What follows belongs to an exercise in optimizing a design on an open flow for small area and a short achievable clock period; a production flow would make more cautious choices. In this exercise RTL edits were held to simulation tests only and were not proved equivalent to the original. Power and IR drop assume default switching activity.

// core_complex_fabric
module core_complex_fabric
(
  input  logic     clk_i,
  input  logic     rst_ni,
  input  offload_pkg::acc_req_t acc_req_i,
  input  logic     acc_valid_i,
  output logic     acc_ready_o,
  output offload_pkg::acc_rsp_t acc_rsp_o,
  output logic     acc_rsp_valid_o,
  input  logic     acc_rsp_ready_i,
  output offload_pkg::acc_req_t fpu_req_o,
  output logic     fpu_valid_o,
  input  logic     fpu_ready_i,
  input  offload_pkg::acc_rsp_t fpu_rsp_i,
  input  logic     fpu_rsp_valid_i,
  output logic     fpu_rsp_ready_o,
  output offload_pkg::acc_req_t hive_req_o,
  output logic     hive_valid_o,
  input  logic     hive_ready_i,
  input  offload_pkg::acc_rsp_t hive_rsp_i,
  input  logic     hive_rsp_valid_i,
  output logic     hive_rsp_ready_o,
  input  offload_pkg::addr_t    tcdm_base_i,
  input  offload_pkg::mem_req_t core_req_i,
  input  logic     core_valid_i,
  output logic     core_ready_o,
  output offload_pkg::mem_rsp_t core_rsp_o,
  output logic     core_rsp_valid_o,
  output offload_pkg::mem_req_t tcdm_req_o,
  output logic     tcdm_valid_o,
  input  logic     tcdm_ready_i,
  input  offload_pkg::mem_rsp_t tcdm_rsp_i,
  input  logic     tcdm_rsp_valid_i,
  output logic     tcdm_rsp_ready_o,
  output offload_pkg::mem_req_t soc_req_o,
  output logic     soc_valid_o,
  input  logic     soc_ready_i,
  input  offload_pkg::mem_rsp_t soc_rsp_i,
  input  logic     soc_rsp_valid_i,
  output logic     soc_rsp_ready_o
);
Settings: LEC_CHECK=0, CAP_MARGIN=20, CORE_MARGIN=2, CORE_UTILIZATION=40, SLEW_MARGIN=20; clock period 6.0 ns.
run.sh (not shown) runs the stock make flow with config.mk's settings and CLKGATE_MAP_FILE= SYNTH_SCRIPT=/design/flow/synth_recipe.tcl, a recipe that flattens the netlist after the stock synthesis.
Change:
==> flow/flow/run.sh (new file) <==
#!/bin/bash
# Standard ORFS layout with two changes: port buffers start as the
# smallest buffer (repair_timing upsizes the ones on critical paths),
# and CTS does not add dummy loads to the clock tree.
set -euo pipefail
export BUFFER_PORTS_ARGS="-buffer_cell sky130_fd_sc_hd__buf_1"
export CTS_ARGS="-sink_clustering_enable -repair_clock_nets -dont_use_dummy_load"
bash standard.sh > flow_make.log 2>&1
==> flow/standard.sh (new file) <==
#!/bin/bash
# synth_recipe.tcl (not shown) runs the flow's synth.tcl, then flattens the netlist and writes it again
# the make line also repeats each setting of config.mk as NAME=value (left out here)
make -C /OpenROAD-flow-scripts/flow DESIGN_CONFIG=/design/flow/config.mk WORK_HOME=/design/flow/orfs CLKGATE_MAP_FILE= SYNTH_SCRIPT=/design/flow/synth_recipe.tcl "${@:-finish}"
Settings changed: ABC_AREA set to 1, SETUP_SLACK_MARGIN set to 3.0.
removed: flow/run.sh
=> The new run finished clean. Hold slack stays flat. Sequential share of layout area goes up by 2.0 points. Clock skew rises by 67 ps. Utilization drops by 3.1 points. Sequential power falls by a few percent. Total power shrinks by a little under a tenth. Cell count went up by about a fifth. Global-route usage decreases by 3.8 points. Cell area is lower by a few percent.
Change:
==> flow/flow/run.sh (replaced) <==
#!/bin/bash
# Standard ORFS layout with two changes: port buffers start as the
# smallest buffer (repair_timing upsizes the ones on critical paths),
# and CTS builds larger sink clusters without dummy loads.
set -euo pipefail
export BUFFER_PORTS_ARGS="-buffer_cell sky130_fd_sc_hd__buf_1"
export CTS_ARGS="-sink_clustering_enable -repair_clock_nets -dont_use_dummy_load -sink_clustering_size 24 -sink_clustering_max_diameter 150"
bash standard.sh > flow_make.log 2>&1
Outcome: Setup slack gains 7.0 ps. Sequential power decreases by about 0.4%. Wire length is lower by 2.1%. Clock power fell by 35%. Cell area came out lower by 3.9%. Maximum frequency barely changes. Register-to-register slack gets worse by 70 ps. Die area stays the same. Non-clock buffer count fell by 11.
Change:
==> flow/run.sh (new file) <==
#!/bin/bash
# synth_recipe.tcl (not shown) runs the flow's synth.tcl, then flattens the netlist and writes it again
# the make line also repeats each setting of config.mk as NAME=value (left out here)
make -C /OpenROAD-flow-scripts/flow DESIGN_CONFIG=/design/flow/config.mk WORK_HOME=/design/flow/orfs CLKGATE_MAP_FILE= SYNTH_SCRIPT=/design/flow/synth_recipe.tcl finish
removed: flow/flow/run.sh
removed: flow/standard.sh
Effect:
- critical path depth went down by 3
- combinational power went up by 43%
- sequential power barely changes
- final area went up by 14%
- flip-flop and latch count is unchanged
- clock-buffer cell count went up by 111
- total power went up by 28%

## afterwards: timing with drivers on the ports
The results above use ideal ports. As a check the final layouts listed here were re-extracted and re-timed, cells and wires unchanged. Step 1 (the two cells are an assumption about what drives the block):
set clk [get_ports {clk_i}]
set_driving_cell -lib_cell sky130_fd_sc_hd__clkbuf_16 $clk
set_driving_cell -lib_cell sky130_fd_sc_hd__buf_2 [delete_from_list [all_inputs] $clk]
Step 2, shift: input delay + t, output delay - t, t = (earliest + latest rising clock arrival at the registers) / 2. This alone moves slack from input paths to output paths. a / b / c = no drivers / after step 1 / after step 2; a / b = the first two.
run | t, ns | slack for setup (ns) | hold WS [ns] | worst slew at a driven data input, ns | cell pins on the clock port's net
the first run | 0.768 | 0.482 / 0.456 / 0.456 | 0.462 / 0.462 / 0.462 | 0.47 | 1
the second run | 0.766 | 2.536 / 2.484 / 2.309 | 0.465 / 0.465 / 0.465 | 0.22 | 1
the third run | 0.734 | 2.543 / 2.488 / 2.389 | 0.475 / 0.475 / 0.475 | 0.22 | 1
the fourth run | 0.815 | 2.533 / 2.493 / 2.272 | 0.465 / 0.465 / 0.465 | 0.22 | 1
After both steps every run listed still meets setup and hold. For the fourth run, which loses most, drivers alone change the setup slack by -0.040 ns; drivers and shift together by -0.261 ns.
